This is an optimization exercise on Yosys and OpenROAD, whose aim is small area, a short achievable clock period and few clock cycles per item, not a production implementation. Function was checked by simulation only, so behaviour that the tests miss may differ from the original. Power figures rest on the tool's default switching activity, not on a simulated workload.

### run.sh
#!/bin/bash
# synth_recipe.tcl (not shown) runs the flow's synth.tcl, then flattens the netlist and writes it again
# the make line also repeats each setting of config.mk as NAME=value (left out here)
make -C /OpenROAD-flow-scripts/flow DESIGN_CONFIG=/design/flow/config.mk WORK_HOME=/design/flow/orfs CLKGATE_MAP_FILE= SYNTH_SCRIPT=/design/flow/synth_recipe.tcl finish
### design.v
package ahb_mem_pkg;
  localparam int DATA_W = 32;
  localparam int ADDR_W = 32;
  typedef enum logic [1:0] {
    HTRANS_IDLE   = 2'b00,
    HTRANS_BUSY   = 2'b01,
    HTRANS_NONSEQ = 2'b10,
    HTRANS_SEQ    = 2'b11
  } htrans_t;
  typedef enum logic [2:0] {
    BURST_SINGLE = 3'b000,
    BURST_INCR   = 3'b001,
    BURST_WRAP4  = 3'b010,
    BURST_INCR4  = 3'b011,
    BURST_WRAP8  = 3'b100,
    BURST_INCR8  = 3'b101,
    BURST_WRAP16 = 3'b110,
    BURST_INCR16 = 3'b111
  } hburst_t;
  typedef enum logic [1:0] {
    PH_IDLE      = 2'b00,
    PH_WRITE     = 2'b01,
    PH_READ_WAIT = 2'b10
  } xfer_phase_t;
endpackage
`timescale 1ns/1ps
module ahb_xfer_ctrl (
  input  logic                 hclk,
  input  logic                 hresetn,
  input  logic                 hsel,
  input  logic                 hwrite,
  input  logic                 hready,
  input  ahb_mem_pkg::htrans_t htrans,
  output logic                 hreadyout,
  output logic                 beat_start,
  output logic                 beat_next,
  output logic                 wr_en,
  output logic                 rd_en
);
  logic                     accept;
  logic                     is_nonseq;
  logic                     is_seq;
  ahb_mem_pkg::xfer_phase_t phase;
  ahb_mem_pkg::xfer_phase_t phase_nxt;
  assign is_nonseq = (htrans == ahb_mem_pkg::HTRANS_NONSEQ);
  assign is_seq    = (htrans == ahb_mem_pkg::HTRANS_SEQ);
  assign accept = hsel && hready && (is_nonseq || is_seq);
  assign beat_start = accept && is_nonseq;
  assign beat_next  = accept && is_seq;
  always_comb
  begin
    phase_nxt = ahb_mem_pkg::PH_IDLE;
    case (phase)
      ahb_mem_pkg::PH_READ_WAIT:
      begin
        phase_nxt = ahb_mem_pkg::PH_IDLE;
      end
      default:
      begin
        if (accept)
        begin
          if (hwrite)
          begin
            phase_nxt = ahb_mem_pkg::PH_WRITE;
          end
          else
          begin
            phase_nxt = ahb_mem_pkg::PH_READ_WAIT;
          end
        end
      end
    endcase
  end
  always_ff @(posedge hclk)
  begin
    if (!hresetn)
    begin
      phase     <= ahb_mem_pkg::PH_IDLE;
      hreadyout <= 1'b1;
    end
    else
    begin
      phase     <= phase_nxt;
      hreadyout <= (phase_nxt != ahb_mem_pkg::PH_READ_WAIT);
    end
  end
  assign wr_en = (phase == ahb_mem_pkg::PH_WRITE);
  assign rd_en = (phase == ahb_mem_pkg::PH_READ_WAIT);
endmodule
`timescale 1ns/1ps
module ahb_burst_addr #(
  parameter int MEM_DEPTH = 32
) (
  input  logic                               hclk,
  input  logic                               hresetn,
  input  logic                               beat_start,
  input  logic                               beat_next,
  input  logic [ahb_mem_pkg::ADDR_W-1:0]     haddr,
  input  ahb_mem_pkg::hburst_t               hburst,
  output logic [$clog2(MEM_DEPTH)-1:0]       word_idx
);
  localparam int IDX_W = $clog2(MEM_DEPTH);
  ahb_mem_pkg::hburst_t burst_q;
  logic [IDX_W-1:0]     wrap_mask;
  logic [IDX_W-1:0]     idx_inc;
  logic [IDX_W-1:0]     idx_step;
  function automatic int wrap_beats(ahb_mem_pkg::hburst_t burst);
    case (burst)
      ahb_mem_pkg::BURST_WRAP4:  wrap_beats = 4;
      ahb_mem_pkg::BURST_WRAP8:  wrap_beats = 8;
      ahb_mem_pkg::BURST_WRAP16: wrap_beats = 16;
      default:                   wrap_beats = 0;
    endcase
  endfunction
  always_comb
  begin
    if (wrap_beats(burst_q) == 0)
    begin
      wrap_mask = '1;
    end
    else
    begin
      wrap_mask = IDX_W'(wrap_beats(burst_q) - 1);
    end
  end
  assign idx_inc = word_idx + IDX_W'(1);
  assign idx_step = (word_idx & ~wrap_mask) | (idx_inc & wrap_mask);
  always_ff @(posedge hclk)
  begin
    if (!hresetn)
    begin
      word_idx <= '0;
      burst_q  <= ahb_mem_pkg::BURST_SINGLE;
    end
    else if (beat_start)
    begin
      word_idx <= haddr[IDX_W+1:2];
      burst_q  <= hburst;
    end
    else if (beat_next)
    begin
      word_idx <= idx_step;
    end
  end
endmodule
`timescale 1ns/1ps
module ahb_sram #(
  parameter int MEM_DEPTH = 32
) (
  input  logic                           hclk,
  input  logic                           hresetn,
  input  logic                           wr_en,
  input  logic                           rd_en,
  input  logic [$clog2(MEM_DEPTH)-1:0]   word_idx,
  input  logic [ahb_mem_pkg::DATA_W-1:0] hwdata,
  output logic [ahb_mem_pkg::DATA_W-1:0] hrdata
);
  logic [ahb_mem_pkg::DATA_W-1:0] mem [MEM_DEPTH];
  always_ff @(posedge hclk)
  begin
    if (wr_en)
    begin
      mem[word_idx] <= hwdata;
    end
  end
  always_ff @(posedge hclk)
  begin
    if (!hresetn)
    begin
      hrdata <= '0;
    end
    else if (rd_en)
    begin
      hrdata <= mem[word_idx];
    end
  end
endmodule
`timescale 1ns/1ps
module ahb_mem_slave #(
  parameter int MEM_DEPTH = 32
) (
  input  logic                           hclk,
  input  logic                           hresetn,
  input  logic                           hsel,
  input  logic [ahb_mem_pkg::ADDR_W-1:0] haddr,
  input  logic                           hwrite,
  input  logic [1:0]                     htrans,
  input  logic [2:0]                     hburst,
  input  logic [ahb_mem_pkg::DATA_W-1:0] hwdata,
  input  logic                           hready,
  output logic                           hreadyout,
  output logic [ahb_mem_pkg::DATA_W-1:0] hrdata
);
  localparam int IDX_W = $clog2(MEM_DEPTH);
  logic             beat_start;
  logic             beat_next;
  logic             wr_en;
  logic             rd_en;
  logic [IDX_W-1:0] word_idx;
  ahb_xfer_ctrl i_ahb_xfer_ctrl (
    .hclk       (hclk),
    .hresetn    (hresetn),
    .hsel       (hsel),
    .hwrite     (hwrite),
    .hready     (hready),
    .htrans     (ahb_mem_pkg::htrans_t'(htrans)),
    .hreadyout  (hreadyout),
    .beat_start (beat_start),
    .beat_next  (beat_next),
    .wr_en      (wr_en),
    .rd_en      (rd_en)
  );
  ahb_burst_addr #(
    .MEM_DEPTH (MEM_DEPTH)
  ) i_ahb_burst_addr (
    .hclk       (hclk),
    .hresetn    (hresetn),
    .beat_start (beat_start),
    .beat_next  (beat_next),
    .haddr      (haddr),
    .hburst     (ahb_mem_pkg::hburst_t'(hburst)),
    .word_idx   (word_idx)
  );
  ahb_sram #(
    .MEM_DEPTH (MEM_DEPTH)
  ) i_ahb_sram (
    .hclk     (hclk),
    .hresetn  (hresetn),
    .wr_en    (wr_en),
    .rd_en    (rd_en),
    .word_idx (word_idx),
    .hwdata   (hwdata),
    .hrdata   (hrdata)
  );
endmodule
### constraint.sdc
create_clock -name core_clock -period 4.0 [get_ports {hclk}]
set_input_delay 0.8000 -clock core_clock [delete_from_list [all_inputs] [get_ports {hclk}]]
set_output_delay 0.8000 -clock core_clock [all_outputs]
set_load 0.01 [all_outputs]
### config.mk
export PLATFORM = sky130hd
export DESIGN_NAME = ahb_mem_slave
export DESIGN_NICKNAME = ahb_mem_slave
export VERILOG_FILES = /design/flow/design.v
export SDC_FILE = /design/flow/constraint.sdc
export NUM_CORES = 4
export LEC_CHECK = 0
export CAP_MARGIN = 20
export CORE_MARGIN = 2
export CORE_UTILIZATION = 45
export PLACE_DENSITY = 0.6
export SLEW_MARGIN = 20
==> metrics.cfg <==
[sta]
tightest_slew_ns = 1.12
setup_tns_ns = 0
skew_ns = 0.0282
grt_setup_unrepaired = false
setup_violations = 0
layout_worst_path_cycle_share_pct = 77.0
min_period_ns = 3.08
holdWs_ns = 0.526
setup_ws_ns = 0.920
timing.fmax_mhz = 325
drv_slew = 0
slew-limit-headroom_pct = 25.2
hold_viol = 0

[setup_path]
critPathTopFamily = compound AO/OA/AOI/OAI gates
crit_path_end = i_ahb_sram.hrdata[15]$_SDFFE_PN0P_
worstPathArrival_ns = 3.61
startpoint = i_ahb_burst_addr.word_idx[1]$_SDFFE_PN0P_
crit_path_max_incr_delay_ns = 0.72
critPathSlowestCell = dfxtp_4
crit_required_ns = 4.53
worst-path-max-fanout = 142
crit_path_end_kind = register
crit_chain = buf_12, mux4_2, a22o_1, a221oi_1, a31oi_1
rr_worst_depth = 5
crit_buf_inv = 1
path_class = reg2reg
worst_setup_path_start_kind = register
r2r_slack_ns = 0.92
r2r-end = i_ahb_sram.hrdata[15]$_SDFFE_PN0P_
critical_path_cell_count = 5
rr_startpoint = i_ahb_burst_addr.word_idx[1]$_SDFFE_PN0P_

[clock_tree]
numCtsBuffers = 104
cts_tree = yes
postCtsHoldBufs = 0
cts-resized-gates = 0
clockBufferDepth = 3
cts-root-buf = clkbuf_16
htreeDepth = 3
cts.clk_slew.worst_paths_ns = 0.06
postCtsSetupBuffers = 0
clock-sinks = 1067
clk_latency_ns = 0.68

[detailed_routing]
post_drt_via_cell_ratio = 6.05
drc_errors = 0
final_antenna_net_count = 0
wl_per_cell_um = 30.8
drtIter0Drc = 2223
first_pass_iters = 6
finalWirelength_mm = 99.7
vias = 19500

[floorplan]
initial_core_util_pct = 45.4
die_y_um = 303
fp-row-count = 109
num_io_pins = 107
die_area_mm2 = 0.0916
die_w_um = 303
core_mm2 = 0.0884

[finish]
fillers = 6754
final_nets = 2054
area_growth_pct = 15.4
multiInputGateArea_mm2 = 0.00828
layout-drive-gt1-share_pct = 24.7
final_util_pct = 52.5
seq_area_mm2 = 0.0316

[synthesis]
syn-num-nets = 1894
synth_most_common_cell = edfxtp_1
async_flop_share_pct = 0
synth.area.mux_share_pct = 14.1
synth_edf_count = 1024
synth_top_area_share_pct = 76.6
synth_area_mm2 = 0.0402
synth_top_area_cell = edfxtp_1
synth-seq-cells = 1067
synth_top_family_by_area = multiplexers
synth_ff_type = edfxtp_1
avgSynthCellArea_um2 = 22.1
ys_warn_count = 3
synthTopCellsByArea = edfxtp_1 77%, mux4_2 12%, dfxtp_1 2.1%, mux2i_1 1.9%, a22oi_1 1.7%
synth_adder_area_share_pct = 0.156
synth_xor_area_share_pct = 0.0218
yosysSeqAreaShare_pct = 78.7
synth_top_cells_by_count = 1024 x edfxtp_1, 218 x mux4_2, 93 x a22oi_1
syn_inst = 1815
yosysUniqueCellTypes = 42
synth-simple-area-share_pct = 1.10
synth_compound_area_share_pct = 4.52

[power]
power_density_mw_per_mm2 = 494
leakage_uw = 0.0140
vdd_drop_max_mv = 0.399
power_uw = 22900

[global_routing]
grt_max_degree = 143
busiest_layer = met2
grt_use_total_pct = 22.0
grtUsageMet3_pct = 5.12
gr-usage-met2_pct = 34.3
antenna_found_initial = 6
grt_pass1_vias = 19900
grt-ovfl-total = 0
use_met1_pct = 30.9
grt_pass1_wl_mm = 142

[place]
place_ws_ns = 0.984
place.gp.congestion = 0.786
hpwlAfterDp_mm = 53.8
portBuffers = 79

[job]
max-cap-violations = 0

[status]
status = no timing/DRC/antenna violations

[min_path]
hold_class = reg2reg

worst reg2reg max path, delay by kind of cell, from the launching register on:
kind,cells,cell delay [ns]
AO/OA/AOI/OAI,3,0.93
multiplexers,1,0.61
buffers and inverters,1,0.68
flip-flops,1,0.72
state kept, by name, indices dropped and copies added, names as in the netlist, named ones only:
name	count
i_ahb_burst_addr.burst_q	3
i_ahb_burst_addr.word_idx	2
i_ahb_sram.hrdata	32
i_ahb_sram.mem	1024
i_ahb_xfer_ctrl.hreadyout	1
i_ahb_xfer_ctrl.phase	2
power breakdown:
group | switching (µW) | leakage [µW] | total (µW) | internal [µW]
clock network | 4070 | 0.00171 | 9890 | 5820
logic | 451 | 0.00276 | 752 | 300
registers | 26.8 | 0.00955 | 12300 | 12200
total | 4550 | 0.0140 | 22900 | 18400
cell families (layout without fill, tap and decap cells):
logic type               after synthesis  count (layout)
flip-flops                          1067            1067
multiplexers                         294             294
AO/OA/AOI/OAI                        249             249
buffers and inverters                107             356
AND/OR/NAND/NOR                       92              92
adder cells (fa/ha/maj)                5               5
XOR/XNOR                               1               1
other                                  0               2
metrics by stage:
stage	cell area (µm²)	instances
after global placement	42900	3034
after global routing	46400	3229
after floorplan	40200	1815
final	46400	3231
after detailed placement	42900	3034
after CTS	46400	3229
worst min-delay path by stage:
stage	from	end	cells past startpoint
floorplan	i_ahb_burst_addr.burst_q[0]$_SDFFE_PN0P_	i_ahb_burst_addr.burst_q[0]$_SDFFE_PN0P_	2
CTS	i_ahb_burst_addr.burst_q[0]$_SDFFE_PN0P_	i_ahb_burst_addr.burst_q[0]$_SDFFE_PN0P_	2
detailed placement	i_ahb_burst_addr.burst_q[0]$_SDFFE_PN0P_	i_ahb_burst_addr.burst_q[0]$_SDFFE_PN0P_	2
finish	i_ahb_burst_addr.burst_q[0]$_SDFFE_PN0P_	i_ahb_burst_addr.burst_q[0]$_SDFFE_PN0P_	2
global route	i_ahb_burst_addr.burst_q[0]$_SDFFE_PN0P_	i_ahb_burst_addr.burst_q[0]$_SDFFE_PN0P_	2
global placement	i_ahb_burst_addr.burst_q[0]$_SDFFE_PN0P_	i_ahb_burst_addr.burst_q[0]$_SDFFE_PN0P_	2
area by class of cell:
class	instances	share of cell area, %
Antenna cell	2	0.0108
Clock buffer	139	6.21
Clock inverter	56	1.34
Inverter	7	0.0567
Multi-Input combinational cell	641	17.9
Sequential cell	1067	68.2
Tap cell	1165	3.14
Timing Repair Buffer	154	3.17
cell usage in the layout, fill, tap and decap left out, types with 5 or more instances in the layout:
| master | synthesis | layout |
|---|---|---|
| clkbuf_8 | 0 | 10 |
| clkinv_2 | 0 | 18 |
| edfxtp_1 | 1024 | 1024 |
| nand2_1 | 16 | 16 |
| clkbuf_16 | 0 | 106 |
| clkdlybuf4s50_1 | 0 | 60 |
| dfxtp_1 | 43 | 41 |
| mux2i_1 | 76 | 76 |
| mux4_2 | 218 | 218 |
| a221oi_1 | 31 | 31 |
| nand3_1 | 6 | 6 |
| buf_2 | 31 | 19 |
| buf_12 | 0 | 17 |
| nor2b_1 | 6 | 5 |
| a31oi_1 | 33 | 33 |
| a22oi_1 | 93 | 93 |
| a22o_1 | 33 | 33 |
| clkbuf_1 | 45 | 23 |
| clkinv_1 | 0 | 18 |
| nor2_4 | 0 | 32 |
| bufinv_16 | 0 | 12 |
| inv_1 | 7 | 7 |
| ha_1 | 5 | 5 |
| buf_4 | 14 | 58 |
| nor2_1 | 42 | 10 |
| o21ai_0 | 39 | 39 |
layer usage:
metal / up-vias / routed length, µm
met2: 783 / 47400
met5: - / 29
li1: 8083 / -
met4: 6 / 2740
met3: 162 / 8890
met1: 10500 / 40600
Testbench counts, summed over its fixed seeds: cycles 37,541, items 24,973.

## re-timing with driven ports
Ports are ideal in the flow. The routed layout listed here was re-timed in OpenROAD.
Step 1, drivers: a clkbuf_16 drives hclk and a buf_2 each remaining input, both assumed.
Step 2 times the ports against the registers' clock, not the clock port: input delays grow and output delays shrink by t, the midpoint of the rising clock arrivals with the driver on.
a / b / c = no drivers / after step 1 / after step 2; a / b = the first two.
shift t [ns]: 0.732
setup WS [ns]: 0.920 / 0.920 / 0.920
hold slack, ns: 0.526 / 0.526 / 0.526
latest minus earliest clock arrival (ns): 0.035 / 0.034
After both steps this run still meets setup and hold. The setup slack of this run moves by 0.000 ns with the drivers and by 0.000 ns with both steps.
